Context: an optimization exercise on an open-source flow, tuned for small area. The choices shown serve that exercise and are no tape-out recipe.
The RTL was checked by simulation tests, not by an equivalence proof against the original design.
Power is estimated from default activity; no workload was simulated.

--- flow/config.mk ---
export PLATFORM = sky130hd
export DESIGN_NAME = skinny_core
export DESIGN_NICKNAME = skinny_core
export VERILOG_FILES = /design/flow/design.v
export SDC_FILE = /design/flow/constraint.sdc
export NUM_CORES = 4
export LEC_CHECK = 0
export CAP_MARGIN = 20
export CORE_MARGIN = 2
export CORE_UTILIZATION = 40
export SLEW_MARGIN = 20
--- flow/constraint.sdc ---
create_clock -name core_clock -period 4.5 [get_ports {clk}]
set_input_delay 0.9000 -clock core_clock [delete_from_list [all_inputs] [get_ports {clk}]]
set_output_delay 0.9000 -clock core_clock [all_outputs]
set_load 0.01 [all_outputs]
--- flow/design.v ---
`default_nettype none
package skinny_data_pkg;
   typedef logic [128-1:0] block_t;
   typedef logic [8-1:0] cell_t;
   typedef logic [6-1:0] rc_t;
   typedef struct packed {
      block_t tk1;  
      block_t tk2;  
      block_t tk3;  
   } tweakey_t;
endpackage
`default_nettype wire
`default_nettype none
package skinny_ctrl_pkg;
   typedef enum logic [1:0] {
      st_idle,
      st_run,
      st_done
   } ctrl_state_t;
   typedef logic [6-1:0] round_t;
endpackage
`default_nettype wire
`timescale 1ns/10ps
`default_nettype none
module skinny_round_ctrl (
   input  wire logic clk,
   input  wire logic rst,
   input  wire logic start,
   input  wire logic last_round,
   output logic      busy,
   output logic      done,
   output logic      round_end,
   output logic      s_hold,
   output logic      s_sbox,
   output logic      s_art,
   output logic      s_c0,
   output logic      s_c1,
   output logic      s_c2,
   output logic      s_tap4,
   output logic      s_tap8,
   output logic      s_tap12,
   output logic      k_hold,
   output logic      k_lfsr
);
   localparam int ROUND_CYC = 87;
   logic [6:0] t;
   assign round_end = (t == 7'(ROUND_CYC - 1));
   always_ff @(posedge clk) begin
      if (rst) begin
         busy <= 1'b0;
         done <= 1'b0;
      end else begin
         busy <= busy ? !(round_end && last_round) : (start && !done);
         done <= busy && round_end && last_round;
      end
   end
   always_ff @(posedge clk) begin
      if (!busy || round_end) begin
         t <= '0;
      end else begin
         t <= t + 1'b1;
      end
   end
   always_comb begin
      s_sbox  = (t < 7'd16);
      s_art   = (t < 7'd8);
      s_c0    = (t == 7'd0);
      s_c1    = (t == 7'd4);
      s_c2    = (t == 7'd11);
      s_hold  = (t >= 7'd8  && t <= 7'd10) || (t >= 7'd12 && t <= 7'd14) ||
                (t >= 7'd23 && t <= 7'd34) || (t >= 7'd39 && t <= 7'd41);
      s_tap4  = (t >= 7'd75 && t <= 7'd78) || (t >= 7'd83);
      s_tap8  = (t >= 7'd55 && t <= 7'd62) || (t >= 7'd67 && t <= 7'd70) ||
                (t >= 7'd79 && t <= 7'd82);
      s_tap12 = (t >= 7'd63 && t <= 7'd66) || (t >= 7'd71 && t <= 7'd74);
      k_hold  = (t == 7'd8) || (t >= 7'd11 && t <= 7'd13) || (t >= 7'd27 && t <= 7'd28) ||
                (t == 7'd42) || (t >= 7'd47 && t <= 7'd55);
      k_lfsr  = (t >= 7'd8 && t <= 7'd15);
   end
endmodule
`default_nettype wire
`timescale 1ns/10ps
`default_nettype none
module skinny_round_counter (
   input  wire logic            clk,
   input  wire logic            busy,
   input  wire logic            round_end,
   output skinny_data_pkg::rc_t rc,
   output logic                 last_round
);
   localparam skinny_data_pkg::rc_t RC_LAST = 6'h1A;
   assign last_round = (rc == RC_LAST);
   always_ff @(posedge clk) begin
      if (!busy) begin
         rc <= 6'h01;
      end else if (round_end) begin
         rc <= {rc[4:0], rc[5] ^ rc[4] ^ 1'b1};
      end
   end
endmodule
`default_nettype wire
`timescale 1ns/10ps
`default_nettype none
module skinny_sbox_layer (
   input  wire logic [7:0] state_in,
   output logic [7:0]      state_out
);
   function automatic logic cfn(input logic x, input logic y, input logic z);
      cfn = ~(x | y) ^ z;
   endfunction
   logic [7:0] si;
   logic [7:0] a;
   assign si   = state_in;
   assign a[0] = cfn(si[7], si[6], si[4]);
   assign a[1] = cfn(si[3], si[2], si[0]);
   assign a[2] = cfn(si[2], si[1], si[6]);
   assign a[3] = cfn(a[0], a[1], si[5]);
   assign a[4] = cfn(a[1], si[3], si[1]);
   assign a[5] = cfn(a[2], a[3], si[7]);
   assign a[6] = cfn(a[3], a[0], si[3]);
   assign a[7] = cfn(a[4], a[5], si[2]);
   assign state_out = {a[3], a[0], a[1], a[6], a[4], a[2], a[5], a[7]};
endmodule
`default_nettype wire
`timescale 1ns/10ps
`default_nettype none
module skinny_round_datapath (
   input  wire logic                   clk,
   input  wire logic                   busy,
   input  wire logic                   hold,
   input  wire logic                   sbox_en,
   input  wire logic                   art,
   input  wire logic                   c0,
   input  wire logic                   c1,
   input  wire logic                   c2,
   input  wire logic                   tap4,
   input  wire logic                   tap8,
   input  wire logic                   tap12,
   input  wire skinny_data_pkg::rc_t    rc,
   input  wire logic [7:0]             tk_x,
   input  wire skinny_data_pkg::block_t plaintext,
   output skinny_data_pkg::block_t      ciphertext
);
   logic [7:0] s [16];
   logic [7:0] src;
   logic [7:0] sb;
   logic [7:0] add;
   logic [7:0] nxt;
   assign src = hold ? s[1] : s[0];
   skinny_sbox_layer u_sbox (
      .state_in  (src),
      .state_out (sb)
   );
   assign add = (art ? tk_x : 8'h00) ^
                (c0 ? {4'h0, rc[3:0]} : 8'h00) ^
                (c1 ? {6'h0, rc[5:4]} : 8'h00) ^
                {6'h0, c2, 1'b0} ^
                (tap4 ? s[4] : 8'h00) ^
                (tap8 ? s[8] : 8'h00) ^
                (tap12 ? s[12] : 8'h00);
   assign nxt = (sbox_en ? sb : src) ^ add;
   always_ff @(posedge clk) begin
      if (!busy) begin
         for (int i = 0; i < 16; i++) begin
            s[i] <= plaintext[127-8*i -: 8];
         end
      end else begin
         s[0] <= hold ? s[0] : s[1];
         for (int i = 1; i < 15; i++) begin
            s[i] <= s[i+1];
         end
         s[15] <= nxt;
      end
   end
   for (genvar i = 0; i < 16; i++) begin : g_out
      assign ciphertext[127-8*i -: 8] = s[i];
   end
endmodule
`default_nettype wire
`timescale 1ns/10ps
`default_nettype none
module skinny_tweakey_schedule (
   input  wire logic                     clk,
   input  wire logic                     busy,
   input  wire logic                     hold,
   input  wire logic                     lfsr,
   input  wire skinny_data_pkg::tweakey_t tweakey,
   output logic [7:0]                    head_x
);
   logic [7:0] k1 [16];
   logic [7:0] k2 [16];
   logic [7:0] k3 [16];
   logic [7:0] s1, s2, s3;
   assign s1 = hold ? k1[1] : k1[0];
   assign s2 = hold ? k2[1] : k2[0];
   assign s3 = hold ? k3[1] : k3[0];
   assign head_x = k1[0] ^ k2[0] ^ k3[0];
   always_ff @(posedge clk) begin
      if (!busy) begin
         for (int i = 0; i < 16; i++) begin
            k1[i] <= tweakey.tk1[127-8*i -: 8];
            k2[i] <= tweakey.tk2[127-8*i -: 8];
            k3[i] <= tweakey.tk3[127-8*i -: 8];
         end
      end else begin
         k1[0] <= hold ? k1[0] : k1[1];
         k2[0] <= hold ? k2[0] : k2[1];
         k3[0] <= hold ? k3[0] : k3[1];
         for (int i = 1; i < 15; i++) begin
            k1[i] <= k1[i+1];
            k2[i] <= k2[i+1];
            k3[i] <= k3[i+1];
         end
         k1[15] <= s1;
         k2[15] <= lfsr ? {s2[6:0], s2[7] ^ s2[5]} : s2;
         k3[15] <= lfsr ? {s3[0] ^ s3[6], s3[7:1]} : s3;
      end
   end
endmodule
`default_nettype wire
`timescale 1ns/10ps
`default_nettype none
module skinny_core (
   input  wire logic                     clk,
   input  wire logic                     rst,
   input  wire logic                     start,
   input  wire skinny_data_pkg::block_t   plaintext,
   input  wire skinny_data_pkg::tweakey_t tweakey,
   output logic                          busy,
   output logic                          done,
   output skinny_data_pkg::block_t        ciphertext
);
   logic round_end;
   logic last_round;
   logic s_hold, s_sbox, s_art, s_c0, s_c1, s_c2, s_tap4, s_tap8, s_tap12;
   logic k_hold, k_lfsr;
   logic [7:0] tk_x;
   skinny_data_pkg::rc_t rc;
   skinny_round_ctrl u_ctrl (
      .clk        (clk),
      .rst        (rst),
      .start      (start),
      .last_round (last_round),
      .busy       (busy),
      .done       (done),
      .round_end  (round_end),
      .s_hold     (s_hold),
      .s_sbox     (s_sbox),
      .s_art      (s_art),
      .s_c0       (s_c0),
      .s_c1       (s_c1),
      .s_c2       (s_c2),
      .s_tap4     (s_tap4),
      .s_tap8     (s_tap8),
      .s_tap12    (s_tap12),
      .k_hold     (k_hold),
      .k_lfsr     (k_lfsr)
   );
   skinny_round_counter u_counter (
      .clk        (clk),
      .busy       (busy),
      .round_end  (round_end),
      .rc         (rc),
      .last_round (last_round)
   );
   skinny_tweakey_schedule u_schedule (
      .clk     (clk),
      .busy    (busy),
      .hold    (k_hold),
      .lfsr    (k_lfsr),
      .tweakey (tweakey),
      .head_x  (tk_x)
   );
   skinny_round_datapath u_datapath (
      .clk        (clk),
      .busy       (busy),
      .hold       (s_hold),
      .sbox_en    (s_sbox),
      .art        (s_art),
      .c0         (s_c0),
      .c1         (s_c1),
      .c2         (s_c2),
      .tap4       (s_tap4),
      .tap8       (s_tap8),
      .tap12      (s_tap12),
      .rc         (rc),
      .tk_x       (tk_x),
      .plaintext  (plaintext),
      .ciphertext (ciphertext)
   );
endmodule
`default_nettype wire
--- flow/run.sh ---
#!/bin/bash
# synth_recipe.tcl (not shown) runs the flow's synth.tcl, then flattens the netlist and writes it again
# the make line also repeats each setting of config.mk as NAME=value (left out here)
make -C /OpenROAD-flow-scripts/flow DESIGN_CONFIG=/design/flow/config.mk WORK_HOME=/design/flow/orfs CLKGATE_MAP_FILE= SYNTH_SCRIPT=/design/flow/synth_recipe.tcl finish
==> flow_summary.toml, run 1 <==
[cts]
cts_tree = "built"
cts-root-buf = "clkbuf_16"
holdBufCountCts = 0
cts-resized-gates = 0
cts_setup_buffers = 0
cts.clk_slew.worst_paths_ns = 0.06
h-tree-depth = 2
cts_made_buffers = 57
cts_num_sinks = 527
clk_latency_ns = 0.62
cts.path.max_buffers = 3

[setup_path]
crit_path_start = "u_ctrl.t[2]"
path_max_fanout = 26
crit_type = "flip-flop to flip-flop"
worstReg2RegStart = "u_ctrl.t[2]"
required_ns = 4.99
critPathArrivalTime_ns = 3.72
end_kind = "flip-flop"
cp-start-kind = "flip-flop"

[floorplanning]
die_w_um = 223.6
core_um2 = 47650
fp.dieArea_um2 = 50020
row_count = 80
fp.dieH_um = 223.6
num_io_pins = 645
start_util_pct = 40.50

[sta]
rsz0062_at_grt = "no"
setup_tns_ns = 0
drv_slew = 0
worst-slew-pin-transition_ns = 0.9248
fmax_mhz = 309.9
min_period_ns = 3.227
layout_setup_ws_ns = 1.273
finalHoldViolations = 0
relSlewSlack_pct = 38.35
fin_crit_sh_pct = 71.72
fin_skew_ns = 0.02440
setup_viol = 0

[power]
leakage_nw = 11.08
p_per_area_nw_per_um2 = 430.8
peakVddDrop_v = 0.0002769

[yosys]
syn-instance-count = 1422
yosysUniqueCellTypes = 61
ys_ff_latch = 527
avgSynthCellArea_um2 = 13.57
yosysWarnings = 9
ys.flop_type = "dfxtp_1"
synth.yosys.seq_area_share_pct = 56.33
syn_area_um2 = 19300
async_flop_share_pct = 0
syn_nets = 1942
synth_edf_count = 32

[outcome]
run_status = "complete, no violations"

[drt]
drt_pass1_iterations = 4
drt-wirelength-per-cell_um = 23.44
wl_met1_um = 23050
via_count = 13160
drt_wl_total_um = 64050
wl_met3_um = 5493
wl_met2_um = 33640
first_iter_violations = 741
route.detailed.drc = 0
routed.top_layer = "met5"
drtAntennaViolNets = 0
viasPerCell = 4.816

[global_routing]
grt_pass1_vias = 13830
antenna_found_initial = 26
overflow = 0
grt_pass1_wl_um = 90610
grt_util_all_layers_pct = 24.80
grt_max_degree = 106

[final_layout]
num-fill-cells = 3950
layout.area.seq_um2 = 10870
drive_above_1_share_pct = 29.98
final_cells = 2733
utilization_pct = 59.51
nNetsFinal = 2577
multi_input_area_um2 = 8071
design_area_um2 = 28350
area_growth_pct = 46.92

[placed_design]
port_buffers = 644
detailedPlacementHpwl_um = 50640
place_ws_ns = 1.327
gp_congestion = 0.8910
placed_cell_area_um2 = 26330
dp.cells = 2613

[worst_hold_path]
hold_path.class = "flip-flop to flip-flop"
hp-start = "u_schedule.k3[5][2]"

[job]
max_cap_viol_count = 0
[state kept, by name, summed over array words and instances, names as in the netlist]
signal,cells
u_schedule.k1,128
u_schedule.k3,128
u_ctrl.t,7
u_schedule.k2,128
u_datapath.s,128
u_ctrl.done,1
u_counter.rc,6
u_ctrl.busy,1
[cell usage after synthesis (3+ instances only)]
master / count / area, um2
mux2_2: 503 / 5664
dfxtp_1: 495 / 9910
clkbuf_1: 59 / 221.5
mux2i_1: 57 / 570.6
xnor2_1: 40 / 350.3
edfxtp_1: 32 / 960.9
nor2_1: 31 / 116.4
nand2_1: 26 / 97.59
a21oi_1: 19 / 95.09
xor2_1: 15 / 131.4
buf_2: 10 / 50.05
inv_1: 10 / 37.54
nor2b_1: 8 / 50.05
or3_1: 7 / 43.79
nand3_1: 6 / 30.03
nor3_1: 6 / 30.03
a22oi_1: 5 / 37.54
ha_1: 5 / 62.56
o21ai_0: 5 / 25.02
a211oi_1: 4 / 30.03
buf_1: 4 / 15.01
mux4_2: 4 / 90.09
nand3b_1: 4 / 30.03
nand4_1: 4 / 25.02
o21a_1: 4 / 30.03
buf_4: 3 / 22.52
nand2b_1: 3 / 18.77
nor4_2: 3 / 37.54
o21bai_1: 3 / 22.52
o22ai_1: 3 / 18.77
or2_2: 3 / 18.77
xnor3_1: 3 / 67.56
[path summary, 6_finish.rpt]
check	endpoint	slack [ns]	cells after the start
max	u_schedule.k2[15][1]	1.27	8
min	u_schedule.k3[4][2]	0.44	1
max reg2reg	u_schedule.k2[15][1]	1.27	8
min reg2reg	u_schedule.k3[4][2]	0.44	1
[metrics by stage]
stage	hold WS, ns	total power [mW]
after detailed placement	0.4383	7.459
after floorplan	0.4329	6.402
after global placement	0.4368	7.450
after CTS	0.4379	12.35
final	0.4442	12.21
after global routing	0.4446	12.70
[critical path, stage by stage (launching register included)]
cell      delay [ns]
dfxtp_1         0.76
nand3_1         0.40
nor2_1          0.24
o221ai_1        0.18
a311oi_4        0.35
buf_4           0.44
mux2i_1         0.33
mux2i_1         0.11
mux2_2          0.29
[cell usage in the layout, fill, tap and decap left out, types with 5 or more instances in the layout]
cell type	n
xnor2_1	40
o21ai_0	5
nand3_1	6
buf_4	6
ha_1	5
nor2b_1	8
clkdlybuf4s50_1	644
mux2i_1	57
mux2_2	503
a22oi_1	5
or3_1	7
nor2_1	31
a21oi_1	19
dfxtp_1	494
diode_2	13
xor2_1	15
nor3_1	6
edfxtp_1	32
clkbuf_1	18
clkbuf_16	61
clkinv_2	8
nand2_1	26
inv_1	10
clkbuf_8	12
[routing by layer]
layer	GRT usage, %	vias to the layer above
li1	-	6330
met1	25.70	6215
met2	46.11	478
met3	9.378	111
met4	7.613	28
met5	0	-
[logic make-up (layout without fill, tap and decap cells)]
| group | Yosys count | count (layout) | synth area share [%] |
|---|---|---|---|
| adder cells (fa/ha/maj) | 5 | 5 | 0.3242 |
| AND/OR/NAND/NOR | 115 | 115 | 3.242 |
| AO/OA/AOI/OAI | 61 | 61 | 2.308 |
| flip-flops | 527 | 527 | 56.33 |
| other | 0 | 13 | 0 |
| XOR/XNOR | 59 | 59 | 2.931 |
| multiplexers | 566 | 566 | 32.93 |
| buffers and inverters | 89 | 772 | 1.932 |
[cell type report]
cell class / count / area share, %
Timing Repair Buffer: 654 / 23.18
Tap cell: 615 / 2.714
Multi-Input combinational cell: 806 / 28.47
Inverter: 11 / 0.1456
Antenna cell: 13 / 0.1147
Clock buffer: 91 / 6.205
Clock inverter: 16 / 0.8208
Sequential cell: 527 / 38.35
[power breakdown]
group          switching [mW]  total (mW)  internal [mW]
clock                    1.94        4.86           2.92
sequential              0.309        5.53           5.22
combinational           0.598        1.82           1.22
==> run 2: changes to the inputs <==
--- a/flow/design.v
+++ b/flow/design.v
@@ -30,2 +30,4 @@
    output logic      busy,
+   output logic      idle,
+   output logic      pol,
    output logic      done,
@@ -46,2 +48,5 @@
    logic [6:0] t;
+   logic       busy_nxt;
+   logic       rpar;
+   assign pol = ~(t[0] ^ rpar);
    assign round_end = (t == 7'(ROUND_CYC - 1));
@@ -50,5 +55,7 @@
          busy <= 1'b0;
+         idle <= 1'b1;
          done <= 1'b0;
       end else begin
-         busy <= busy ? !(round_end && last_round) : (start && !done);
+         busy <= busy_nxt;
+         idle <= !busy_nxt;
          done <= busy && round_end && last_round;
@@ -56,2 +63,10 @@
    end
+   assign busy_nxt = busy ? !(round_end && last_round) : (start && !done);
+   always_ff @(posedge clk) begin
+      if (!busy) begin
+         rpar <= 1'b0;
+      end else if (round_end) begin
+         rpar <= !rpar;
+      end
+   end
    always_ff @(posedge clk) begin
@@ -129,2 +144,4 @@
    input  wire logic                   busy,
+   input  wire logic                   idle,
+   input  wire logic                   pol,
    input  wire logic                   hold,
@@ -153,3 +170,3 @@
    );
-   assign add = (art ? tk_x : 8'h00) ^
+   assign add = (art ? tk_x ^ {8{pol}} : 8'h00) ^
                 (c0 ? {4'h0, rc[3:0]} : 8'h00) ^
@@ -161,14 +178,12 @@
    assign nxt = (sbox_en ? sb : src) ^ add;
+   function automatic logic [7:0] stage(input logic b, input logic nb,
+                                        input logic [7:0] d, input logic [7:0] p);
+      stage = (d & {8{b}}) | (p & {8{nb}});
+   endfunction
    always_ff @(posedge clk) begin
-      if (!busy) begin
-         for (int i = 0; i < 16; i++) begin
-            s[i] <= plaintext[127-8*i -: 8];
-         end
-      end else begin
-         s[0] <= hold ? s[0] : s[1];
-         for (int i = 1; i < 15; i++) begin
-            s[i] <= s[i+1];
-         end
-         s[15] <= nxt;
+      s[0] <= stage(busy, idle, hold ? s[0] : s[1], plaintext[127 -: 8]);
+      for (int i = 1; i < 15; i++) begin
+         s[i] <= stage(busy, idle, s[i+1], plaintext[127-8*i -: 8]);
       end
+      s[15] <= stage(busy, idle, nxt, plaintext[7:0]);
    end
@@ -184,4 +199,6 @@
    input  wire logic                     busy,
+   input  wire logic                     idle,
    input  wire logic                     hold,
    input  wire logic                     lfsr,
+   input  wire logic                     pol,
    input  wire skinny_data_pkg::tweakey_t tweakey,
@@ -193,2 +210,7 @@
    logic [7:0] s1, s2, s3;
+   logic [7:0] x1, x2, x3;
+   function automatic logic [7:0] stage(input logic b, input logic nb,
+                                        input logic [7:0] d, input logic [7:0] p);
+      stage = ~((d | {8{nb}}) & (p | {8{b}}));
+   endfunction
    assign s1 = hold ? k1[1] : k1[0];
@@ -196,23 +218,19 @@
    assign s3 = hold ? k3[1] : k3[0];
+   assign x1 = s1;
+   assign x2 = lfsr ? {s2[6:0], s2[7] ^ s2[5] ^ pol} : s2;
+   assign x3 = lfsr ? {s3[0] ^ s3[6] ^ pol, s3[7:1]} : s3;
    assign head_x = k1[0] ^ k2[0] ^ k3[0];
+   logic [7:0] h1, h2, h3;
+   assign h1 = hold ? k1[0] : k1[1];
+   assign h2 = hold ? k2[0] : k2[1];
+   assign h3 = hold ? k3[0] : k3[1];
    always_ff @(posedge clk) begin
-      if (!busy) begin
-         for (int i = 0; i < 16; i++) begin
-            k1[i] <= tweakey.tk1[127-8*i -: 8];
-            k2[i] <= tweakey.tk2[127-8*i -: 8];
-            k3[i] <= tweakey.tk3[127-8*i -: 8];
-         end
-      end else begin
-         k1[0] <= hold ? k1[0] : k1[1];
-         k2[0] <= hold ? k2[0] : k2[1];
-         k3[0] <= hold ? k3[0] : k3[1];
-         for (int i = 1; i < 15; i++) begin
-            k1[i] <= k1[i+1];
-            k2[i] <= k2[i+1];
-            k3[i] <= k3[i+1];
-         end
-         k1[15] <= s1;
-         k2[15] <= lfsr ? {s2[6:0], s2[7] ^ s2[5]} : s2;
-         k3[15] <= lfsr ? {s3[0] ^ s3[6], s3[7:1]} : s3;
+      for (int i = 0; i < 15; i++) begin
+         k1[i] <= stage(busy, idle, (i == 0) ? h1 : k1[i+1], tweakey.tk1[127-8*i -: 8]);
+         k2[i] <= stage(busy, idle, (i == 0) ? h2 : k2[i+1], tweakey.tk2[127-8*i -: 8]);
+         k3[i] <= stage(busy, idle, (i == 0) ? h3 : k3[i+1], tweakey.tk3[127-8*i -: 8]);
       end
+      k1[15] <= stage(busy, idle, x1, tweakey.tk1[7:0]);
+      k2[15] <= stage(busy, idle, x2, tweakey.tk2[7:0]);
+      k3[15] <= stage(busy, idle, x3, tweakey.tk3[7:0]);
    end
@@ -233,2 +251,4 @@
    logic round_end;
+   logic idle;
+   logic pol;
    logic last_round;
@@ -244,2 +264,4 @@
       .busy       (busy),
+      .idle       (idle),
+      .pol        (pol),
       .done       (done),
@@ -268,3 +290,5 @@
       .busy    (busy),
+      .idle    (idle),
       .hold    (k_hold),
+      .pol     (pol),
       .lfsr    (k_lfsr),
@@ -276,2 +300,4 @@
       .busy       (busy),
+      .idle       (idle),
+      .pol        (pol),
       .hold       (s_hold),
==> flow/flow/run.sh (new file) <==
#!/bin/bash
# The standard layout, with the smallest buffer on each port instead of the
# one buffer_ports picks by default.
set -euo pipefail
export BUFFER_PORTS_ARGS="-buffer_cell sky130_fd_sc_hd__buf_1"
bash standard.sh > standard.log 2>&1
==> flow/standard.sh (new file) <==
#!/bin/bash
# synth_recipe.tcl (not shown) runs the flow's synth.tcl, then flattens the netlist and writes it again
# the make line also repeats each setting of config.mk as NAME=value (left out here)
make -C /OpenROAD-flow-scripts/flow DESIGN_CONFIG=/design/flow/config.mk WORK_HOME=/design/flow/orfs CLKGATE_MAP_FILE= SYNTH_SCRIPT=/design/flow/synth_recipe.tcl "${@:-finish}"
removed: flow/run.sh
==> run 2 against run 1 <==
Utilization down 8.0 points. Non-clock buffer count up 3. Sequential share of layout area grew 9.2 points. Routed wire length is 2.4% higher. Cell count up 1.2%. Clock skew increased by 0.0026 ns. Power down 6.2%. Critical path type unchanged. Via count rose by 13%. Die area decreased by 8.4%. Sequential power barely moved. Critical endpoint is now u_schedule.k1[15][3]. Clock power is 6.4% lower. Critical path depth unchanged.
==> flow_summary.toml, run 2 <==
[outcome]
run_status = "complete, no violations"

[yosys]
yosys.area.top_type_share_pct = 60.01
synth-simple-area-share_pct = 3.609
synth.largest_area_cell = "dfxtp_1"
avgSynthCellArea_um2 = 11.35
ys_ff_latch = 529
yosysWarnings = 9
ys.flop_type = "dfxtp_1"
synthXorXnorAreaFrac_pct = 3.971
synth.area.top_cells = "dfxtp_1 (60%), o22ai_1 (14%), a22o_1 (6.4%)"
yosysUniqueCellTypes = 60
synth_top_family_by_area = "compound AO/OA/AOI/OAI gates"
async_flop_share_pct = 0
synth_mux_area_share_pct = 6.268
syn-instance-count = 1555
synth.yosys.seq_area_share_pct = 60.01
synth_edf_count = 0
syn_nets = 2075
yosysMostFrequentCell = "dfxtp_1"
syn_area_um2 = 17650
synth_commonest_cells = "dfxtp_1 (529), o22ai_1 (384), a22o_1 (128), clkbuf_1 (110), mux2i_1 (61)"
synth_compound_area_share_pct = 22.23
synthAdderAreaFrac_pct = 0.3545

[placed_design]
gp_congestion = 0.9314
port_buffers = 644
placed_cell_area_um2 = 20430
detailedPlacementHpwl_um = 49660
place_ws_ns = 1.406

[final_layout]
nNetsFinal = 2647
mostFrequentLayoutCells = "buf_1 (644), dfxtp_1 (527), o22ai_1 (384), a22o_1 (128), mux2i_1 (61)"
drive_above_1_share_pct = 5.530
design_area_um2 = 22270
layout_commonest_cell = "buf_1"
area_growth_pct = 26.18

[cts]
h-tree-depth = 2
cts-resized-gates = 0
clk_latency_ns = 0.61
cts_num_sinks = 529
holdBufCountCts = 0
cts_setup_buffers = 0
cts-root-buf = "clkbuf_16"
cts.path.max_buffers = 3
cts_made_buffers = 53
cts.clk_slew.worst_paths_ns = 0.06
cts_tree = "built"

[setup_path]
critPathArrivalTime_ns = 3.72
cp-start-kind = "flip-flop"
cp_slowest_cell = "dfxtp_1"
required_ns = 5.03
crit_type = "flip-flop to flip-flop"
max_stage_delay_ns = 0.65
end_kind = "flip-flop"
cpLargestDelayFamily = "compound AO/OA/AOI/OAI gates"
path_max_fanout = 29
cp_cell_sequence = "ha_1 -> a21o_1 -> nor2_1 -> a211oi_1 -> a311o_2 -> buf_12 -> mux2_1 -> o22ai_1"
crit_buf_inv = 1

[sta]
setup_viol = 0
drv_slew = 0
fin_crit_sh_pct = 70.81
relSlewSlack_pct = 37.63
worst-slew-pin-transition_ns = 0.9355
fmax_mhz = 313.8
layout_setup_ws_ns = 1.313
fin_skew_ns = 0.02704
setup_tns_ns = 0
finalHoldViolations = 0
rsz0062_at_grt = "no"
min_period_ns = 3.187

[drt]
drt_pass1_iterations = 5
drt_wl_total_um = 65600
viasPerCell = 5.354
first_iter_violations = 1167
drtAntennaViolNets = 0
drt-wirelength-per-cell_um = 23.71
route.detailed.drc = 0
via_count = 14820

[floorplanning]
core_um2 = 43270
fp.dieArea_um2 = 45810
row_count = 76
num_io_pins = 645
fp.dieH_um = 214.0
start_util_pct = 40.79
die_w_um = 214.0

[power]
leakage_nw = 8.563
p_per_area_nw_per_um2 = 514.6
total_power_mw = 11.46
peakVddDrop_v = 0.0003698

[job]
max_cap_viol_count = 0

[global_routing]
grt_max_degree = 208
grt_pass1_wl_um = 93900
grt_pass1_vias = 14490
antenna_found_initial = 20
grt_util_all_layers_pct = 27.36
overflow = 0

[worst_hold_path]
hold_path.class = "flip-flop to flip-flop"
[run 2: kinds of logic after synthesis]
kind of cell,count (synthesis)
simple gates,120
compound gates,569
mux,105
fa+ha+maj,5
xor+xnor,73
buf+inv,154
flops,529
[run 2: path summary, 6_finish.rpt]
check / endpoint / cells after the start / slack (ns) / start
worst min register to register: u_schedule.k3[8][6] / 1 / 0.41 / u_schedule.k3[9][6]
worst max register to register: u_schedule.k1[15][3] / 8 / 1.31 / u_ctrl.t[0]
worst min-delay path: u_schedule.k3[8][6] / 1 / 0.41 / u_schedule.k3[9][6]
worst max-delay path: u_schedule.k1[15][3] / 8 / 1.31 / u_ctrl.t[0]
[run 2: per-layer routing]
metal  share of wire, %  vias up  global-route usage [%]  wire [um]
met4                3.3       14                   9.557       2163
met5               0.13        -                       0         88
met3                7.8      129                   8.085       5091
met2                 46      600                   44.06      30440
li1                   -     7018                       -          -
met1                 42     7054                   34.94      27830
[run 2: layout make-up]
type / instances / area [um2]
inverters: 14 / 52.55
well taps: 585 / 732.0
multi-input cells: 872 / 6431
flip-flops and latches: 529 / 10600
fillers: 4097 / 21000
clock buffers: 74 / 1505
clock inverters: 24 / 304.0
repair buffers: 657 / 2615
diodes: 12 / 30.03
[run 2: power by group]
group	switching [mW]	internal (mW)	total, mW
registers	0.365	5.19	5.56
logic	0.723	0.627	1.35
clock network	1.91	2.64	4.55
[run 2: metrics by stage]
stage	utilization [%]	hold slack, ns	cells
after global placement	47.22	0.4012	2657
after floorplan	-	0.3989	1555
final	51.47	0.4111	2767
after detailed placement	47.22	0.4053	2657
after global routing	51.45	0.4193	2765
after CTS	51.40	0.4062	2755
==> run 3: changes to the inputs <==
--- a/flow/config.mk
+++ b/flow/config.mk
@@ -9,3 +9,4 @@
 export CORE_MARGIN = 2
-export CORE_UTILIZATION = 40
+export CORE_UTILIZATION = 55
+export CTS_BUF_LIST = sky130_fd_sc_hd__clkbuf_4 sky130_fd_sc_hd__clkbuf_2
 export SLEW_MARGIN = 20
==> run 3 against run 2 <==
Routed wire length is 1.4% lower. Worst setup slack got worse by 0.12 ns. Via count is 5.6% higher. Sequential share of layout area grew 0.77 points. Largest cell class unchanged. Critical endpoint is now u_schedule.k3[15][1]. Fmax fell by 3.8%. Die area fell by 27%. Utilization rose by 18 points. Non-clock buffer count increased by 1. Register-to-register slack worse by 0.12 ns. Critical path type unchanged. Worst hold slack worse by 0.19 ns. Combinational power barely moved.
==> flow_summary.toml, run 3 <==
[cts]
cts_num_sinks = 529
holdBufCountCts = 0
h-tree-depth = 4
cts.clk_slew.worst_paths_ns = 0.07
cts_made_buffers = 133
cts_tree = "built"
cts_setup_buffers = 0
cts-root-buf = "clkbuf_4"
clk_latency_ns = 0.84
cts-resized-gates = 0
cts.path.max_buffers = 3

[yosys]
syn_nets = 2075
synth_commonest_cells = "dfxtp_1 (529), o22ai_1 (384), a22o_1 (128), clkbuf_1 (110), mux2i_1 (61)"
yosysMostFrequentCell = "dfxtp_1"
async_flop_share_pct = 0
synth_edf_count = 0
yosysWarnings = 9
avgSynthCellArea_um2 = 11.35
synth.area.top_cells = "dfxtp_1 (60%), o22ai_1 (14%), a22o_1 (6.4%)"
yosys.area.top_type_share_pct = 60.01
synth.yosys.seq_area_share_pct = 60.01
ys_ff_latch = 529
ys.flop_type = "dfxtp_1"
syn-instance-count = 1555
yosysUniqueCellTypes = 60
syn_area_um2 = 17650
synth.largest_area_cell = "dfxtp_1"

[setup_path]
max_stage_delay_ns = 0.69
cp_cell_sequence = "ha_1 -> a21o_1 -> nor2_1 -> a211oi_1 -> a311o_2 -> buf_4 -> mux2i_1 -> mux2i_1 -> o22ai_1"
required_ns = 5.24
critPathArrivalTime_ns = 4.05
cp-start-kind = "flip-flop"
crit_buf_inv = 1
cpLargestDelayFamily = "compound AO/OA/AOI/OAI gates"
end_kind = "flip-flop"
crit_type = "flip-flop to flip-flop"
path_max_fanout = 33
cp_common_cell = "mux2i_1"
cp_slowest_cell = "a311o_2"

[floorplanning]
die_w_um = 183.1
core_um2 = 31560
start_util_pct = 55.92
fp.dieArea_um2 = 33530
fp.dieH_um = 183.1
row_count = 65
num_io_pins = 645

[power]
pwr-share-comb_pct = 12.5
p_sw_share_pct = 27.55
p_per_area_nw_per_um2 = 496.5
switchingPower_mw = 2.998
leakage_nw = 8.658
p_int_mw = 7.883
peakVddDrop_v = 0.0003209
clkPwrFrac_pct = 36.6
pwr-share-seq_pct = 51.0

[final_layout]
design_area_um2 = 21910
drive_above_1_share_pct = 10.29
utilization_pct = 69.44
mostFrequentLayoutCells = "buf_1 (644), dfxtp_1 (527), o22ai_1 (384), clkbuf_4 (183), a22o_1 (128)"
nNetsFinal = 2728
layout_commonest_cell = "buf_1"
area_growth_pct = 24.18

[sta]
setup_tns_ns = 0
setup_viol = 0
drv_slew = 0
rsz0062_at_grt = "no"
fin_skew_ns = 0.05793
min_period_ns = 3.311
fmax_mhz = 302.0
fin_crit_sh_pct = 73.58
worst-slew-pin-transition_ns = 0.8781
finalHoldViolations = 0
relSlewSlack_pct = 41.29

[drt]
drt-wirelength-per-cell_um = 23.82
drt_wl_total_um = 64650
drtAntennaViolNets = 0
drt_pass1_iterations = 7
route.detailed.drc = 0
via_count = 15650
first_iter_violations = 1122
viasPerCell = 5.766

[global_routing]
antenna_found_initial = 19
grt.met3_usage_pct = 12.01
grt_util_all_layers_pct = 37.00
met2_usage_pct = 62.55
grt_max_degree = 143
busiest_layer = "met2"
overflow = 0
gr-usage-met1_pct = 42.04
grt_pass1_vias = 15120
grt_pass1_wl_um = 91370

[outcome]
run_status = "complete, no violations"

[placed_design]
detailedPlacementHpwl_um = 48590
gp_congestion = 0.9051
placed_cell_area_um2 = 20200
port_buffers = 644

[job]
max_cap_viol_count = 0

[worst_hold_path]
hold_path.class = "input pin to flip-flop"
## run 3: cell counts after synthesis
Identical to the previous run, type by type.
## run 3: area by class of cell
class | count | area, um2
diodes | 19 | 47.55
clock buffers | 183 | 1374
clock inverters | 37 | 265.3
fillers | 2590 | 9642
inverters | 14 | 52.55
multi-input cells | 872 | 6431
flip-flops and latches | 529 | 10600
well taps | 402 | 503.0
repair buffers | 658 | 2643
## run 3: per-layer routing
layer  part of all wire, %  up-vias
met5                 0.080        -
li1                      -     7259
met4                   3.9        8
met3                   8.9      140
met2                    50      727
met1                    37     7515
## run 3: through the flow
| step | setup slack, ns | hold slack (ns) | std cells | power (mW) |
|---|---|---|---|---|
| final | 1.189 | 0.2255 | 2714 | 10.88 |
| after global routing | 0.9177 | 0.1759 | 2707 | 11.34 |
| after CTS | 1.196 | 0.1769 | 2694 | 10.91 |
| after detailed placement | 1.222 | 0.4051 | 2474 | 6.967 |
| after global placement | 1.324 | 0.3995 | 2474 | 6.941 |
| after floorplan | 2.253 | 0.3989 | 1555 | 6.340 |
## run 3: cell families (layout without fill, tap and decap cells)
logic type | count (synthesis) | in the layout | synth area share [%]
mux | 105 | 105 | 6.268
other cells | 0 | 19 | 0
fa+ha+maj | 5 | 5 | 0.3545
flops | 529 | 529 | 60.01
simple gates | 120 | 120 | 3.609
compound gates | 569 | 569 | 22.23
buf+inv | 154 | 892 | 3.552
xor+xnor | 73 | 73 | 3.970
## run 3: final timing paths
check	from	to	slack [ns]	depth (start not counted)
worst min register to register	u_schedule.k1[4][4]	u_schedule.k1[3][4]	0.40	1
worst min-delay path	tweakey[211]	u_schedule.k2[5][3]	0.23	2
worst max-delay path	u_ctrl.t[0]	u_schedule.k3[15][1]	1.19	9
worst max register to register	u_ctrl.t[0]	u_schedule.k3[15][1]	1.19	9
## run 3: power groups by stage
| stage | registers, mW | logic [mW] | clock network [mW] |
|---|---|---|---|
| after floorplan | 5.52 | 0.822 | 0 |
| after global placement | 5.64 | 1.30 | 0 |
| after detailed placement | 5.64 | 1.32 | 0 |
| after CTS | 5.55 | 1.33 | 4.03 |
| after global routing | 5.57 | 1.47 | 4.30 |
| final | 5.54 | 1.35 | 3.98 |
==> run 4: changes to the inputs <==
==> flow/flow/run.sh (replaced) <==
#!/bin/bash
# The standard layout, with the smallest buffer on each port instead of the
# one buffer_ports picks by default, and a clock tree built from fewer,
# smaller buffers without dummy loads.
set -euo pipefail
export BUFFER_PORTS_ARGS="-buffer_cell sky130_fd_sc_hd__buf_1"
export CTS_ARGS="-sink_clustering_enable -repair_clock_nets -dont_use_dummy_load -buf_list sky130_fd_sc_hd__clkbuf_8 -sink_clustering_size 16 -sink_clustering_max_diameter 60"
bash standard.sh > standard.log 2>&1
--- a/flow/config.mk
+++ b/flow/config.mk
@@ -10,3 +10,2 @@
 export CORE_UTILIZATION = 55
-export CTS_BUF_LIST = sky130_fd_sc_hd__clkbuf_4 sky130_fd_sc_hd__clkbuf_2
 export SLEW_MARGIN = 20
==> run 4 against run 3 <==
First-iteration DRC count shrank 4.7%. Cell count shrank 6.5%. Global-route usage shrank 1.2 points. Cell area shrank 4.9%. Routed wire length shrank 2.1%. Worst setup slack lost 0.056 ns. Flip-flop and latch count is the same. Clock skew grew 0.041 ns. Sequential share of layout area grew 2.5 points.
==> flow_summary.toml, run 4 <==
[final_layout]
num-fill-cells = 2682
multi_input_area_um2 = 6431
layout_commonest_cell = "buf_1"
area_growth_pct = 18.07
final_cells = 2537
design_area_um2 = 20840
mostFrequentLayoutCells = "buf_1 (644), dfxtp_1 (527), o22ai_1 (384), a22o_1 (128), mux2i_1 (61)"
layout.area.seq_um2 = 10600
drive_above_1_share_pct = 3.548
nNetsFinal = 2636

[cts]
h-tree-depth = 2
cts_num_sinks = 529
holdBufCountCts = 0
cts_made_buffers = 41
cts-resized-gates = 0
cts_tree = "built"
cts_setup_buffers = 0
cts.path.max_buffers = 3
cts.clk_slew.worst_paths_ns = 0.10
clk_latency_ns = 0.61
cts-root-buf = "clkbuf_8"

[setup_path]
crit_type = "flip-flop to flip-flop"
crit_path_start = "u_ctrl.t[0]"
required_ns = 5.01
end_kind = "flip-flop"
cp-start-kind = "flip-flop"
worstReg2RegStart = "u_ctrl.t[0]"
critPathArrivalTime_ns = 3.88
path_max_fanout = 33

[sta]
finalHoldViolations = 0
fmax_mhz = 297.0
drv_slew = 0
min_period_ns = 3.367
rsz0062_at_grt = "no"
worst-slew-pin-transition_ns = 0.8938
setup_tns_ns = 0
setup_viol = 0
relSlewSlack_pct = 40.25
fin_crit_sh_pct = 74.83
fin_skew_ns = 0.09904

[floorplanning]
num_io_pins = 645
core_um2 = 31560
start_util_pct = 55.92
row_count = 65
fp.dieArea_um2 = 33530
fp.dieH_um = 183.1
die_w_um = 183.1

[power]
pwr-share-comb_pct = 14.7
p_per_area_nw_per_um2 = 439.6
p_int_mw = 6.634
leakage_nw = 7.983
clkPwrFrac_pct = 24.8
peakVddDrop_v = 0.0003405
switchingPower_mw = 2.527
pwr-share-seq_pct = 60.5
p_sw_share_pct = 27.58

[job]
max_cap_viol_count = 0

[yosys]
async_flop_share_pct = 0
synth.area.top_cells = "dfxtp_1 (60%), o22ai_1 (14%), a22o_1 (6.4%)"
synth.largest_area_cell = "dfxtp_1"
syn_area_um2 = 17650
yosysMostFrequentCell = "dfxtp_1"
synth.yosys.seq_area_share_pct = 60.01
avgSynthCellArea_um2 = 11.35
syn-instance-count = 1555
yosys.area.top_type_share_pct = 60.01
synth_edf_count = 0
yosysWarnings = 9
ys_ff_latch = 529
ys.flop_type = "dfxtp_1"
yosysUniqueCellTypes = 60
synth_commonest_cells = "dfxtp_1 (529), o22ai_1 (384), a22o_1 (128), clkbuf_1 (110), mux2i_1 (61)"
syn_nets = 2075

[drt]
drtAntennaViolNets = 0
first_iter_violations = 1069
drt-wirelength-per-cell_um = 24.96
via_count = 14990
route.detailed.drc = 0
drt_pass1_iterations = 5
drt_wl_total_um = 63330
viasPerCell = 5.907

[global_routing]
grt_max_degree = 143
grt_pass1_vias = 14160
grt_pass1_wl_um = 88790
antenna_found_initial = 21
overflow = 0
grt_util_all_layers_pct = 35.80

[placed_design]
port_buffers = 644
placed_cell_area_um2 = 20200
gp_congestion = 0.9051
detailedPlacementHpwl_um = 48590
dp.cells = 2474

[worst_hold_path]
hold_path.class = "flip-flop to flip-flop"
hp-start = "u_schedule.k2[8][3]"

[outcome]
run_status = "complete, no violations"
run 4: logic make-up (layout without fill, tap and decap cells):
kind of cell,Yosys count,in the layout,synth area share (%)
fa+ha+maj,5,5,0.3545
other cells,0,21,0
xor+xnor,73,73,3.970
flops,529,529,60.01
mux,105,105,6.268
simple gates,120,120,3.609
compound gates,569,569,22.23
buf+inv,154,713,3.552
run 4: worst paths after layout:
| path | endpoint | slack, ns | cells past startpoint |
|---|---|---|---|
| setup / recovery | u_schedule.k3[15][1] | 1.13 | 9 |
| hold / removal | u_schedule.k2[7][3] | 0.35 | 1 |
| setup reg to reg | u_schedule.k3[15][1] | 1.13 | 9 |
| hold reg to reg | u_schedule.k2[7][3] | 0.35 | 1 |
run 4: layout make-up:
cell class / instances / share of cell area [%]
Timing Repair Buffer: 658 / 12.65
Clock buffer: 41 / 2.708
Inverter: 14 / 0.2522
Multi-Input combinational cell: 872 / 30.87
Antenna cell: 21 / 0.2522
Sequential cell: 529 / 50.86
Tap cell: 402 / 2.414
run 4: per-layer routing:
| layer | vias up | part of all wire, % | GRT usage (%) |
|---|---|---|---|
| met4 | 4 | 4.3 | 17.02 |
| met3 | 135 | 7.6 | 7.288 |
| met5 | - | 0.041 | 0 |
| met2 | 640 | 50 | 61.30 |
| li1 | 6958 | - | - |
| met1 | 7249 | 38 | 43.27 |
run 4: metrics by stage:
stage	total power [mW]	setup slack [ns]	hold slack (ns)	utilization (%)
2_1_floorplan	6.340	2.253	0.3989	-
3_3_place_gp	6.941	1.324	0.3995	64.01
3_5_place_dp	6.967	1.222	0.4051	64.01
4_1_cts	9.148	1.155	0.3532	65.80
5_1_grt	9.489	0.8507	0.3416	65.97
6_report	9.160	1.133	0.3475	66.03
run 4: worst max-delay path, cell delays in order (launching register included):
cell and delay (ns):
dfxtp_1 0.69, ha_1 0.42, a21o_1 0.29, nor2_1 0.07, a211oi_1 0.23, a311o_2 0.69
buf_4 0.31, mux2i_1 0.27, mux2i_1 0.11, o22ai_1 0.15
run 4: power groups by stage:
stage | logic [mW] | clock network [mW] | registers, mW
2_1_floorplan | 0.822 | 0 | 5.52
3_3_place_gp | 1.30 | 0 | 5.64
3_5_place_dp | 1.32 | 0 | 5.64
4_1_cts | 1.33 | 2.28 | 5.54
5_1_grt | 1.46 | 2.45 | 5.58
6_report | 1.34 | 2.27 | 5.54
==> run 5: changes to the inputs <==
==> flow/flow/run.sh (replaced) <==
#!/bin/bash
# The standard layout, with the smallest buffer on each port instead of the
# one buffer_ports picks by default, and a clock tree built from fewer,
# smaller buffers without dummy loads.
set -euo pipefail
export BUFFER_PORTS_ARGS="-buffer_cell sky130_fd_sc_hd__buf_1"
export CTS_ARGS="-sink_clustering_enable -repair_clock_nets -dont_use_dummy_load -buf_list sky130_fd_sc_hd__clkbuf_4 -sink_clustering_size 10 -sink_clustering_max_diameter 50"
bash standard.sh > standard.log 2>&1
--- a/flow/config.mk
+++ b/flow/config.mk
@@ -9,3 +9,3 @@
 export CORE_MARGIN = 2
-export CORE_UTILIZATION = 55
+export CORE_UTILIZATION = 60
 export SLEW_MARGIN = 20
==> run 5 against run 4 <==
The run now fails in I/O pin placement (3_2_place_iop). Synthesized cell count did not move. Area after synthesis stayed put.
==> flow_summary.toml, run 5 <==
[yosys]
synth_top_family_by_area = "compound AO/OA/AOI/OAI gates"
ys_ff_latch = 529
yosysWarnings = 9
synth_mux_area_share_pct = 6.268
synth_edf_count = 0
syn_area_um2 = 17650
yosys.area.top_type_share_pct = 60.01
synth_commonest_cells = "dfxtp_1 (529), o22ai_1 (384), a22o_1 (128), clkbuf_1 (110), mux2i_1 (61)"
synth_compound_area_share_pct = 22.23
yosysUniqueCellTypes = 60
ys.flop_type = "dfxtp_1"
synth.area.top_cells = "dfxtp_1 (60%), o22ai_1 (14%), a22o_1 (6.4%)"
syn-instance-count = 1555
yosysMostFrequentCell = "dfxtp_1"
async_flop_share_pct = 0
synth.largest_area_cell = "dfxtp_1"
syn_nets = 2075
synthXorXnorAreaFrac_pct = 3.971
synth.yosys.seq_area_share_pct = 60.01
avgSynthCellArea_um2 = 11.35
synthAdderAreaFrac_pct = 0.3545
synth-simple-area-share_pct = 3.609

[floorplanning]
fp.dieH_um = 175.5
row_count = 62
start_util_pct = 61.15
die_w_um = 175.5

[outcome]
error_line = "[ERROR PPL-0024] Number of IO pins (645) exceeds maximum number of available positions (628). Increase the die perimeter from 701.98um to 877.20um."
lastStage = "I/O pin placement (3_2_place_iop)"
run_status = "did not finish"
## run 5: cell counts after synthesis
No cell type changed its count.
## run 5: cell families after synthesis
| kind of cell | Yosys count |
|---|---|
| multiplexers | 105 |
| buffers and inverters | 154 |
| AND/OR/NAND/NOR | 120 |
| adder cells (fa/ha/maj) | 5 |
| AO/OA/AOI/OAI | 569 |
| XOR/XNOR | 73 |
| flip-flops | 529 |
==> run 6: changes to the inputs <==
--- a/flow/design.v
+++ b/flow/design.v
@@ -50,3 +50,3 @@
    logic       rpar;
-   assign pol = ~(t[0] ^ rpar);
+   assign pol = t[0] ^ rpar;
    assign round_end = (t == 7'(ROUND_CYC - 1));
@@ -72,3 +72,5 @@
    always_ff @(posedge clk) begin
-      if (!busy || round_end) begin
+      if (!busy) begin
+         t <= '1;
+      end else if (round_end) begin
          t <= '0;
@@ -86,3 +88,3 @@
                 (t >= 7'd23 && t <= 7'd34) || (t >= 7'd39 && t <= 7'd41);
-      s_tap4  = (t >= 7'd75 && t <= 7'd78) || (t >= 7'd83);
+      s_tap4  = (t >= 7'd75 && t <= 7'd78) || (t >= 7'd83 && t <= 7'd86);
       s_tap8  = (t >= 7'd55 && t <= 7'd62) || (t >= 7'd67 && t <= 7'd70) ||
@@ -165,8 +167,12 @@
    logic [7:0] nxt;
-   assign src = hold ? s[1] : s[0];
+   logic [7:0] sb_in;
+   logic       fix;
+   assign src   = hold ? s[1] : s[0];
+   assign sb_in = src ^ {8{pol}};
    skinny_sbox_layer u_sbox (
-      .state_in  (src),
+      .state_in  (sb_in),
       .state_out (sb)
    );
-   assign add = (art ? tk_x ^ {8{pol}} : 8'h00) ^
+   assign fix = pol & ((sbox_en & !art) | tap4 | tap8 | tap12);
+   assign add = (art ? tk_x : 8'h00) ^ {8{fix}} ^
                 (c0 ? {4'h0, rc[3:0]} : 8'h00) ^
@@ -180,10 +186,10 @@
                                         input logic [7:0] d, input logic [7:0] p);
-      stage = (d & {8{b}}) | (p & {8{nb}});
+      stage = ~((d | {8{nb}}) & (p | {8{b}}));
    endfunction
    always_ff @(posedge clk) begin
-      s[0] <= stage(busy, idle, hold ? s[0] : s[1], plaintext[127 -: 8]);
+      s[0] <= stage(busy, idle, hold ? s[0] : s[1], plaintext[7:0]);
       for (int i = 1; i < 15; i++) begin
-         s[i] <= stage(busy, idle, s[i+1], plaintext[127-8*i -: 8]);
+         s[i] <= stage(busy, idle, s[i+1], plaintext[135-8*i -: 8]);
       end
-      s[15] <= stage(busy, idle, nxt, plaintext[7:0]);
+      s[15] <= stage(busy, idle, nxt, plaintext[15:8]);
    end
@@ -227,10 +233,13 @@
    always_ff @(posedge clk) begin
-      for (int i = 0; i < 15; i++) begin
-         k1[i] <= stage(busy, idle, (i == 0) ? h1 : k1[i+1], tweakey.tk1[127-8*i -: 8]);
-         k2[i] <= stage(busy, idle, (i == 0) ? h2 : k2[i+1], tweakey.tk2[127-8*i -: 8]);
-         k3[i] <= stage(busy, idle, (i == 0) ? h3 : k3[i+1], tweakey.tk3[127-8*i -: 8]);
-      end
-      k1[15] <= stage(busy, idle, x1, tweakey.tk1[7:0]);
-      k2[15] <= stage(busy, idle, x2, tweakey.tk2[7:0]);
-      k3[15] <= stage(busy, idle, x3, tweakey.tk3[7:0]);
+      k1[0] <= stage(busy, idle, h1, tweakey.tk1[7:0]);
+      k2[0] <= stage(busy, idle, h2, tweakey.tk2[7:0]);
+      k3[0] <= stage(busy, idle, h3, tweakey.tk3[7:0]);
+      for (int i = 1; i < 15; i++) begin
+         k1[i] <= stage(busy, idle, k1[i+1], tweakey.tk1[135-8*i -: 8]);
+         k2[i] <= stage(busy, idle, k2[i+1], tweakey.tk2[135-8*i -: 8]);
+         k3[i] <= stage(busy, idle, k3[i+1], tweakey.tk3[135-8*i -: 8]);
+      end
+      k1[15] <= stage(busy, idle, x1, tweakey.tk1[15:8]);
+      k2[15] <= stage(busy, idle, x2, tweakey.tk2[15:8]);
+      k3[15] <= stage(busy, idle, x3, tweakey.tk3[15:8]);
    end
==> flow/flow/run.sh (replaced) <==
#!/bin/bash
# The standard layout, with the smallest buffer on each port instead of the
# one buffer_ports picks by default, and a clock tree built from fewer,
# smaller buffers without dummy loads.
set -euo pipefail
export BUFFER_PORTS_ARGS="-buffer_cell sky130_fd_sc_hd__buf_1"
export CTS_ARGS="-sink_clustering_enable -repair_clock_nets -dont_use_dummy_load -buf_list sky130_fd_sc_hd__clkbuf_8 -sink_clustering_size 16 -sink_clustering_max_diameter 60"
bash standard.sh > standard.log 2>&1
--- a/flow/config.mk
+++ b/flow/config.mk
@@ -9,3 +9,3 @@
 export CORE_MARGIN = 2
-export CORE_UTILIZATION = 60
+export CORE_UTILIZATION = 55
 export SLEW_MARGIN = 20
==> run 6 against run 5 <==
Now clean on timing, DRC and antenna. Synthesized cell count grew 0.32%. Area after synthesis down 1.5%.
==> flow_summary.toml, run 6 <==
[worst_hold_path]
hp-start = "u_schedule.k2[6][6]"
holdPathStages = 1
hold_end = "u_schedule.k2[5][6]"
hold_path.class = "flip-flop to flip-flop"

[yosys]
yosys.area.top_type_share_pct = 60.91
synthXorXnorAreaFrac_pct = 3.980
synth-simple-area-share_pct = 3.548
yosysMostFrequentCell = "dfxtp_1"
async_flop_share_pct = 0
yosysUniqueCellTypes = 63
yosysWarnings = 9
syn_area_um2 = 17390
synth_top_family_by_area = "compound AO/OA/AOI/OAI gates"
synth_mux_area_share_pct = 5.772
synth_compound_area_share_pct = 21.36
synth_commonest_cells = "dfxtp_1 (529), o22ai_1 (512), clkbuf_1 (116), xnor2_1 (63), mux2_2 (49)"
avgSynthCellArea_um2 = 11.14
synth.yosys.seq_area_share_pct = 60.91
syn_nets = 2080
synth.largest_area_cell = "dfxtp_1"
synth.area.top_cells = "dfxtp_1 (61%), o22ai_1 (18%), mux2_2 (3.2%)"
ys.flop_type = "dfxtp_1"
ys_ff_latch = 529
syn-instance-count = 1560
synthAdderAreaFrac_pct = 0.7053
synth_edf_count = 0

[final_layout]
drive_above_1_share_pct = 6.212
final_cells = 2541
nNetsFinal = 2647
mostFrequentLayoutCells = "buf_1 (644), dfxtp_1 (527), o22ai_1 (512), xnor2_1 (63), mux2_2 (49)"
layout_commonest_cell = "buf_1"
area_growth_pct = 18.24
design_area_um2 = 20560

[power]
p_sw_share_pct = 27.95
p_per_area_nw_per_um2 = 450.1
peakVddDrop_v = 0.0003817
p_int_mw = 6.666
pwr-share-comb_pct = 15.6
switchingPower_mw = 2.586
clkPwrFrac_pct = 24.2
pwr-share-seq_pct = 60.2
leakage_nw = 7.574

[global_routing]
grt_max_degree = 157
antenna_found_initial = 17
grt_pass1_vias = 14060
grt_pass1_wl_um = 86300
overflow = 0
grt_util_all_layers_pct = 34.65

[sta]
relSlewSlack_pct = 32.06
setup_viol = 0
setup_tns_ns = 0
fin_skew_ns = 0.1031
drv_slew = 0
min_period_ns = 3.917
worst-slew-pin-transition_ns = 1.019
finalHoldViolations = 0
fin_crit_sh_pct = 87.05
fmax_mhz = 255.3
rsz0062_at_grt = "no"
worst_hold_slack_ns = 0.3708

[placed_design]
placed_cell_area_um2 = 19960
gp_congestion = 0.9332
detailedPlacementHpwl_um = 45500
dp.cells = 2486
port_buffers = 644

[setup_path]
crit_type = "flip-flop to flip-flop"
crit_buf_inv = 1
cp_slowest_cell = "dfxtp_1"
path_max_fanout = 27
required_ns = 4.92
cpLargestDelayFamily = "compound AO/OA/AOI/OAI gates"
critPathArrivalTime_ns = 4.34
r2r_setup_slack_ns = 0.58
r2r_cells = 12
end_kind = "flip-flop"
cp-start-kind = "flip-flop"
cp_cell_sequence = "ha_1 -> a21oi_4 -> o221ai_2 -> a211oi_4 -> buf_4 -> mux2_1 -> a211o_1 -> o211ai_2 -> mux2i_1 -> xor2_1 -> a2111oi_0 -> or3b_1"
worstReg2RegStart = "u_ctrl.t[0]"
max_stage_delay_ns = 0.48
timing.rr.end = "u_datapath.s[15][0]"

[floorplanning]
row_count = 65
core_um2 = 31310
num_io_pins = 645
fp.dieH_um = 181.8
die_w_um = 181.8
fp.dieArea_um2 = 33050
start_util_pct = 55.52

[drt]
drt-wirelength-per-cell_um = 23.63
viasPerCell = 5.824
route.detailed.drc = 0
drt_wl_total_um = 60060
drtAntennaViolNets = 0
first_iter_violations = 1090
drt_pass1_iterations = 5
via_count = 14800

[cts]
clk_latency_ns = 0.61
cts_tree = "built"
cts.clk_slew.worst_paths_ns = 0.10
cts-resized-gates = 0
cts-root-buf = "clkbuf_8"
cts.path.max_buffers = 3
cts_num_sinks = 529
cts_setup_buffers = 0
cts_made_buffers = 41
h-tree-depth = 2
holdBufCountCts = 0

[job]
max_cap_viol_count = 0

[outcome]
run_status = "complete, no violations"
==> run 6: cell types whose count changed after synthesis, moves of 10 or more <==
| cell | before | now |
|---|---|---|
| mux2_1 | 41 | 1 |
| buf_2 | 15 | 5 |
| a22o_1 | 128 | 0 |
| mux2_2 | 3 | 49 |
| mux2i_1 | 61 | 44 |
| o22ai_1 | 384 | 512 |
==> run 6: logic make-up (layout without fill, tap and decap cells) <==
| logic type | after synthesis | after routing |
|---|---|---|
| compound gates | 578 | 578 |
| flops | 529 | 529 |
| buf+inv | 151 | 716 |
| simple gates | 118 | 118 |
| mux | 94 | 94 |
| xor+xnor | 79 | 79 |
| fa+ha+maj | 11 | 11 |
| other cells | 0 | 14 |
==> run 6: cell type report <==
type	count	area (um2)
Antenna cell	14	35.03
Clock buffer	41	564.3
Fill cell	2699	10760
Inverter	10	37.54
Multi-Input combinational cell	880	6156
Sequential cell	529	10600
Tap cell	402	503.0
Timing Repair Buffer	665	2663
==> run 6: through the flow <==
stage / utilization [%] / power (mW) / worst slack (ns)
finish: 65.65 / 9.252 / 0.5827
global placement: 63.74 / 7.073 / 0.6770
detailed placement: 63.74 / 7.092 / 0.6526
floorplan: - / 6.449 / 1.222
CTS: 65.54 / 9.262 / 0.6035
global route: 65.60 / 9.620 / 0.3587
==> run 6: power by group through the flow <==
stage / clock network, mW / registers [mW] / logic, mW
6_report: 2.24 / 5.57 / 1.44
3_5_place_dp: 0 / 5.66 / 1.43
2_1_floorplan: 0 / 5.54 / 0.907
4_1_cts: 2.26 / 5.56 / 1.44
5_1_grt: 2.44 / 5.61 / 1.57
3_3_place_gp: 0 / 5.66 / 1.42
==> run 6: worst max path at each step <==
stage                                      to        start  cells after the start  slack (ns)
after floorplan           u_datapath.s[15][0]  u_ctrl.t[1]                     12        1.22
after global placement    u_datapath.s[15][0]  u_ctrl.t[0]                     12        0.68
after detailed placement  u_datapath.s[15][0]  u_ctrl.t[0]                     12        0.65
after CTS                 u_datapath.s[15][0]  u_ctrl.t[0]                     12        0.60
after global routing      u_datapath.s[15][0]  u_ctrl.t[0]                     12        0.36
final                     u_datapath.s[15][0]  u_ctrl.t[0]                     12        0.58
==> run 6: layer usage <==
metal | track usage (%) | vias up | part of all wire, %
met5 | 0 | - | 0.067
met4 | 9.951 | 6 | 2.4
met3 | 8.805 | 101 | 7.7
met2 | 59.95 | 600 | 50
met1 | 42.82 | 7082 | 40
li1 | - | 7009 | -
==> run 7: changes to the inputs <==
==> flow/flow/run.sh (replaced) <==
#!/bin/bash
# The standard layout, with the smallest buffer on each port instead of the
# one buffer_ports picks by default, and a clock tree built from fewer,
# smaller buffers without dummy loads.
set -euo pipefail
export BUFFER_PORTS_ARGS="-buffer_cell sky130_fd_sc_hd__buf_1"
export CTS_ARGS="-sink_clustering_enable -repair_clock_nets -dont_use_dummy_load -buf_list sky130_fd_sc_hd__clkbuf_8 -sink_clustering_size 18 -sink_clustering_max_diameter 70"
bash standard.sh > standard.log 2>&1
==> run 7 against run 6 <==
Largest power group unchanged. Critical endpoint unchanged. Worst hold slack improved by 0.038 ns. Worst setup slack improved by 0.054 ns. Cell area shrank 0.34%. Cell count is 0.20% lower. Register-to-register slack better by 0.05 ns. Still clean on timing, DRC and antenna. Area after synthesis unchanged. First-iteration DRC count grew 0.46%. Sequential power is essentially flat. Fmax rose by 1.4%.
==> flow_summary.toml, run 7 <==
[outcome]
run_status = "complete, no violations"

[setup_path]
cp_slowest_cell = "dfxtp_1"
end_kind = "flip-flop"
r2r_cells = 12
timing.rr.end = "u_datapath.s[15][0]"
cp_cell_sequence = "ha_1 -> a21oi_4 -> o221ai_2 -> a211oi_4 -> buf_4 -> mux2_1 -> a211o_1 -> o211ai_2 -> mux2i_1 -> xor2_1 -> a2111oi_0 -> or3b_1"
max_stage_delay_ns = 0.47
worstReg2RegStart = "u_ctrl.t[0]"
crit_type = "flip-flop to flip-flop"
r2r_setup_slack_ns = 0.64
cp-start-kind = "flip-flop"
crit_buf_inv = 1
cpLargestDelayFamily = "compound AO/OA/AOI/OAI gates"
required_ns = 4.93
path_max_fanout = 27
critPathArrivalTime_ns = 4.29

[floorplanning]
die_w_um = 181.8
fp.dieH_um = 181.8
row_count = 65
fp.dieArea_um2 = 33050
core_um2 = 31310
start_util_pct = 55.52
num_io_pins = 645

[yosys]
yosys.area.top_type_share_pct = 60.91
synth.yosys.seq_area_share_pct = 60.91
syn_nets = 2080
yosysMostFrequentCell = "dfxtp_1"
async_flop_share_pct = 0
syn_area_um2 = 17390
synth.area.top_cells = "dfxtp_1 (61%), o22ai_1 (18%), mux2_2 (3.2%)"
synth_commonest_cells = "dfxtp_1 (529), o22ai_1 (512), clkbuf_1 (116), xnor2_1 (63), mux2_2 (49)"
avgSynthCellArea_um2 = 11.14
synth.largest_area_cell = "dfxtp_1"
ys_ff_latch = 529
ys.flop_type = "dfxtp_1"
yosysWarnings = 9
yosysUniqueCellTypes = 63
syn-instance-count = 1560
synth_edf_count = 0

[cts]
h-tree-depth = 2
cts_tree = "built"
cts.clk_slew.worst_paths_ns = 0.11
clk_latency_ns = 0.59
cts-resized-gates = 0
holdBufCountCts = 0
cts_setup_buffers = 0
cts_made_buffers = 36
cts-root-buf = "clkbuf_8"
cts.path.max_buffers = 3
cts_num_sinks = 529

[final_layout]
num-fill-cells = 2703
design_area_um2 = 20490
multi_input_area_um2 = 6156
area_growth_pct = 17.84
drive_above_1_share_pct = 5.991
nNetsFinal = 2642
mostFrequentLayoutCells = "buf_1 (644), dfxtp_1 (527), o22ai_1 (512), xnor2_1 (63), mux2_2 (49)"
layout_commonest_cell = "buf_1"
layout.area.seq_um2 = 10600
utilization_pct = 65.43

[sta]
min_period_ns = 3.863
worst-slew-pin-transition_ns = 1.011
setup_viol = 0
finalHoldViolations = 0
setup_tns_ns = 0
rsz0062_at_grt = "no"
drv_slew = 0
relSlewSlack_pct = 32.57
fmax_mhz = 258.9
fin_crit_sh_pct = 85.84
worst_hold_slack_ns = 0.4089
fin_skew_ns = 0.09491

[global_routing]
overflow = 0
antenna_found_initial = 16
grt_pass1_vias = 14040
grt_max_degree = 157
grt_pass1_wl_um = 86150
grt_util_all_layers_pct = 34.60

[drt]
drt_wl_total_um = 60130
viasPerCell = 5.798
wl_met3_um = 4394
wl_met2_um = 30100
drt_pass1_iterations = 6
drtAntennaViolNets = 0
wl_met1_um = 24350
drt-wirelength-per-cell_um = 23.71
route.detailed.drc = 0
first_iter_violations = 1095
routed.top_layer = "met5"
via_count = 14700

[placed_design]
detailedPlacementHpwl_um = 45500
placed_cell_area_um2 = 19960
gp_congestion = 0.9332
port_buffers = 644

[power]
peakVddDrop_v = 0.0003822
leakage_nw = 7.538
p_per_area_nw_per_um2 = 446.2

[worst_hold_path]
hp-start = "u_schedule.k3[6][5]"
holdPathStages = 1
hold_path.class = "flip-flop to flip-flop"
hold_end = "u_schedule.k3[5][5]"

[job]
max_cap_viol_count = 0
-- run 7: cell counts after synthesis --
No cell type changed its count.
-- run 7: per-stage QoR --
stage	instances	power (mW)	setup WS [ns]
6_report	2536	9.141	0.6370
2_1_floorplan	1560	6.449	1.222
4_1_cts	2522	9.144	0.6359
3_3_place_gp	2486	7.073	0.6770
5_1_grt	2528	9.501	0.4052
3_5_place_dp	2486	7.092	0.6526
-- run 7: how the worst max path moves through the flow --
stage	start	endpoint	cells past startpoint
floorplan	u_ctrl.t[1]	u_datapath.s[15][0]	12
global placement	u_ctrl.t[0]	u_datapath.s[15][0]	12
detailed placement	u_ctrl.t[0]	u_datapath.s[15][0]	12
CTS	u_ctrl.t[0]	u_datapath.s[15][0]	12
global route	u_ctrl.t[0]	u_datapath.s[15][0]	12
finish	u_ctrl.t[0]	u_datapath.s[15][0]	12
-- run 7: kinds of logic after synthesis --
kind of cell / synth area share (%)
xor gates and xnor gates: 3.980
buffers and inverters: 3.721
AOI/OAI and AO/OA: 21.36
adders and majority gates: 0.7053
and+or+nand+nor: 3.548
muxes: 5.772
DFF: 60.91
-- run 7: report_power, final --
group	internal, mW	switching, mW
combinational	0.648	0.798
sequential	5.20	0.371
clock	0.726	1.40
-- run 7: cell type report --
cell class | count | share of cell area, %
Antenna cell | 14 | 0.1710
Inverter | 10 | 0.1832
Multi-Input combinational cell | 880 | 30.05
Clock buffer | 36 | 2.418
Tap cell | 402 | 2.455
Timing Repair Buffer | 665 | 13.00
Sequential cell | 529 | 51.73
-- run 7: worst reg2reg max path, cell delays in order (launching register included) --
cell       delay [ns]
dfxtp_1          0.47
ha_1             0.40
a21oi_4          0.22
o221ai_2         0.15
a211oi_4         0.43
buf_4            0.41
mux2_1           0.35
a211o_1          0.24
o211ai_2         0.09
mux2i_1          0.23
xor2_1           0.23
a2111oi_0        0.14
or3b_1           0.39
-- run 7: layer usage --
| metal | track usage [%] | up-vias |
|---|---|---|
| met4 | 9.496 | 6 |
| met5 | 0 | - |
| li1 | - | 6995 |
| met2 | 60.23 | 596 |
| met1 | 43.36 | 7023 |
| met3 | 7.702 | 83 |

==> port drivers added, routing unchanged <==
No port has a modelled driver above. Below, the same layouts with a new extraction and two added sets of constraints.
Step 1 (the two cells are an assumption about what drives the block):
set clk [get_ports {clk}]
set_driving_cell -lib_cell sky130_fd_sc_hd__clkbuf_16 $clk
set_driving_cell -lib_cell sky130_fd_sc_hd__buf_2 [delete_from_list [all_inputs] $clk]
Step 2 also shifts input and output timing later by t, the mid clock arrival at the registers, as if the neighbouring blocks saw the same clock.
Three values: no drivers, after step 1, after step 2; two values: the first two.
run	shift t [ns]	setup slack, ns	slew at the worst register clock pin (ns)
run 1	0.673	1.273 / 1.273 / 1.273	0.06 / 0.06
run 2	0.654	1.313 / 1.313 / 1.313	0.07 / 0.07
run 3	0.869	1.189 / 1.189 / 1.189	0.08 / 0.08
run 4	0.622	1.133 / 1.133 / 1.133	0.10 / 0.10
run 6	0.610	0.583 / 0.583 / 0.583	0.11 / 0.11
run 7	0.599	0.637 / 0.637 / 0.637	0.11 / 0.11
After both steps setup and hold are still met in every run listed.
